From an optimization exercise on the open Yosys and OpenROAD flow, aimed at small area and a short achievable clock period; shortcuts taken in it are not production practice. Function was checked by simulation only, so behaviour that the tests miss may differ from the original. Power and IR drop assume default switching activity.

// platform_interrupt_controller
module platform_interrupt_controller #(
   parameter int NUM_HARTS   = plic_pkg::DEF_NUM_HARTS,
   parameter int NUM_SOURCES = plic_pkg::DEF_NUM_SOURCES
) (
   input  logic                             clock,
   input  logic                             reset,
   input  logic                             start,
   output logic                             busy,
   input  logic [plic_pkg::CMD_W-1:0]       req_command,
   input  logic [plic_pkg::OFFSET_W-1:0]    req_offset,
   input  logic [plic_pkg::DATA_W-1:0]      req_write_data,
   input  logic [plic_pkg::SRC_W-1:0]       req_irq_source,
   input  logic                             req_irq_level,
   output logic                             rsp_strobe,
   output logic [plic_pkg::DATA_W-1:0]      rsp_read_data,
   output logic                             rsp_access_error,
   output logic [plic_pkg::LINE_W-1:0]      rsp_supervisor_lines,
   output logic [plic_pkg::LINE_W-1:0]      rsp_machine_lines,
   input  logic                             csr_write_enable,
   input  logic [plic_pkg::HARTS_W-1:0]     csr_write_data
);
Size in the first run: about 1700 cells after synthesis.
Settings: LEC_CHECK=0, CAP_MARGIN=20, CORE_MARGIN=2, CORE_UTILIZATION=65, CTS_CLUSTER_DIAMETER=60, CTS_CLUSTER_SIZE=30, SETUP_SLACK_MARGIN=3.3, SLEW_MARGIN=20, SYNTH_HIERARCHICAL=1; clock period 5.5 ns.
standard.sh (not shown) runs the stock make flow with config.mk's settings and CLKGATE_MAP_FILE= SYNTH_SCRIPT=/design/flow/synth_recipe.tcl, a recipe that flattens the netlist after the stock synthesis.
==> flow/flow/run.sh <==
#!/bin/bash
# The standard layout (standard.sh: the standard flow's synthesis, floorplan, placement,
# CTS, routing), with two changes to how it is made:
#  - CTS adds no dummy loads to balance its clusters;
#  - port buffers are buf_2 instead of the delay cells buffer_ports picks.
# ORFS writes each step's full log under orfs/logs/; make's own output goes
# to standard_flow.log here.
set -euo pipefail
WORK="$(cd "$(dirname "${BASH_SOURCE[0]}")/.." && pwd)"
cd "$WORK"
bash standard.sh \
  "CTS_ARGS=-sink_clustering_enable -repair_clock_nets -sink_clustering_size 30 -sink_clustering_max_diameter 60 -dont_use_dummy_load" \
  "BUFFER_PORTS_ARGS=-buffer_cell sky130_fd_sc_hd__buf_2" \
  finish > "$WORK/standard_flow.log" 2>&1
test -f "$WORK/out/final.def"
The starting point ran to the end with no violations.
==> next run, changes <==
Settings changed: CORE_UTILIZATION 65 to 55.
What happened: Count of clock-buffer cells in the layout rises by 2; design area rises by 1.3%; combinational power rises by about 4%; die area rises by 18%; worst hold slack loses 5.5 ps; core utilization falls by 11 points; via count rises by 0.72%.

========
Setup of P:
Another version of the RTL of platform_interrupt_controller (not shown whole).
Size in the first run: about 1,700 cells after synthesis, roughly 560 flip-flops.
Design platform_interrupt_controller, start of the top module:
module platform_interrupt_controller #(
   parameter int NUM_HARTS   = plic_pkg::DEF_NUM_HARTS,
   parameter int NUM_SOURCES = plic_pkg::DEF_NUM_SOURCES
) (
   input  logic                             clock,
   input  logic                             reset,
   input  logic                             start,
   output logic                             busy,
   input  logic [plic_pkg::CMD_W-1:0]       req_command,
   input  logic [plic_pkg::OFFSET_W-1:0]    req_offset,
   input  logic [plic_pkg::DATA_W-1:0]      req_write_data,
   input  logic [plic_pkg::SRC_W-1:0]       req_irq_source,
   input  logic                             req_irq_level,
   output logic                             rsp_strobe,
   output logic [plic_pkg::DATA_W-1:0]      rsp_read_data,
   output logic                             rsp_access_error,
   output logic [plic_pkg::LINE_W-1:0]      rsp_supervisor_lines,
   output logic [plic_pkg::LINE_W-1:0]      rsp_machine_lines,
   input  logic                             csr_write_enable,
   input  logic [plic_pkg::HARTS_W-1:0]     csr_write_data
);
   localparam int NUM_CTX = 2 * NUM_HARTS;
   logic [NUM_SOURCES-1:1]             pending_ff;
   logic [NUM_SOURCES-1:1]             claimed_ff;
   logic [NUM_SOURCES-1:0][PRIO_W-1:0] prio_ff;
  ...
==> flow/config.mk <==
export PLATFORM = sky130hd
export DESIGN_NAME = platform_interrupt_controller
export DESIGN_NICKNAME = platform_interrupt_controller
export VERILOG_FILES = /design/flow/design.v
export SDC_FILE = /design/flow/constraint.sdc
export NUM_CORES = 4
export LEC_CHECK = 0
export CAP_MARGIN = 20
export CORE_MARGIN = 2
export CORE_UTILIZATION = 55
export CTS_CLUSTER_DIAMETER = 60
export CTS_CLUSTER_SIZE = 30
export SETUP_SLACK_MARGIN = 3.3
export SLEW_MARGIN = 20
export SYNTH_HIERARCHICAL = 1
==> flow/constraint.sdc <==
create_clock -name core_clock -period 5.5 [get_ports {clock}]
set_input_delay 1.1000 -clock core_clock [delete_from_list [all_inputs] [get_ports {clock}]]
set_output_delay 1.1000 -clock core_clock [all_outputs]
set_load 0.01 [all_outputs]
Scripts as last shown in full above: flow/flow/run.sh
Changes in Q relative to P:
# P
export LEC_CHECK = 0
export CAP_MARGIN = 20
export CORE_MARGIN = 2
export CORE_UTILIZATION = 55
export CTS_CLUSTER_DIAMETER = 60
export CTS_CLUSTER_SIZE = 30
export SETUP_SLACK_MARGIN = 3.3
export SLEW_MARGIN = 20
export SYNTH_HIERARCHICAL = 1
create_clock -name core_clock -period 5.5 [get_ports {clock}]
# Q
export LEC_CHECK = 0
export CAP_MARGIN = 20
export CORE_MARGIN = 2
export CORE_UTILIZATION = 65
export CTS_CLUSTER_DIAMETER = 60
export CTS_CLUSTER_SIZE = 30
export SETUP_SLACK_MARGIN = 3.3
export SLEW_MARGIN = 20
export SYNTH_HIERARCHICAL = 1
create_clock -name core_clock -period 5.5 [get_ports {clock}]
diff --git a/flow/flow/run.sh b/flow/flow/run.sh
--- a/flow/flow/run.sh
+++ b/flow/flow/run.sh
@@ -4,3 +4,3 @@
 #  - CTS adds no dummy loads to balance its clusters;
-#  - port buffers are buf_2 instead of the delay cells buffer_ports picks.
+#  - port buffers are buf_1 instead of the delay cells buffer_ports picks.
 # ORFS writes each step's full log under orfs/logs/; make's own output goes
@@ -12,3 +12,3 @@
   "CTS_ARGS=-sink_clustering_enable -repair_clock_nets -sink_clustering_size 30 -sink_clustering_max_diameter 60 -dont_use_dummy_load" \
-  "BUFFER_PORTS_ARGS=-buffer_cell sky130_fd_sc_hd__buf_2" \
+  "BUFFER_PORTS_ARGS=-buffer_cell sky130_fd_sc_hd__buf_1" \
   finish > "$WORK/standard_flow.log" 2>&1
[summary]
All of P and Q finish clean.
Per the comparison of Q with P, total setup buffers inserted after CTS fell 6, number of antenna repair diodes fell 6, average via count per standard cell rose about 6%.

what the ideal ports hide:
How much do the figures lean on ideal ports? The routed layouts below were timed once more, with nothing changed but the port constraints. Step 1: set_driving_cell puts a clkbuf_16 on clock and a buf_2 on each other input, an assumption about the parent block. Step 2 also shifts input and output timing later by t, the mid clock arrival at the registers, as if the neighbouring blocks saw the same clock. a / b / c = ideal / step 1 / step 2; a / b = the first two.
run | t (ns) | setup slack, ns | clock arrival spread, ns | worst slew at a driven data input, ns
the first run of note 1 | 0.601 | 3.234 / 3.234 / 2.711 | 0.053 / 0.053 | 0.07
the second run of note 1 | 0.617 | 3.189 / 3.205 / 2.590 | 0.051 / 0.051 | 0.07
P | 0.624 | 3.295 / 3.295 / 2.749 | 0.056 / 0.056 | 0.08
Q | 0.605 | 3.185 / 3.185 / 2.824 | 0.039 / 0.039 | 0.07
After both steps every run listed still meets setup and hold. For the second run of note 1, which loses most, drivers alone change the setup slack by +0.016 ns; drivers and shift together by -0.599 ns.
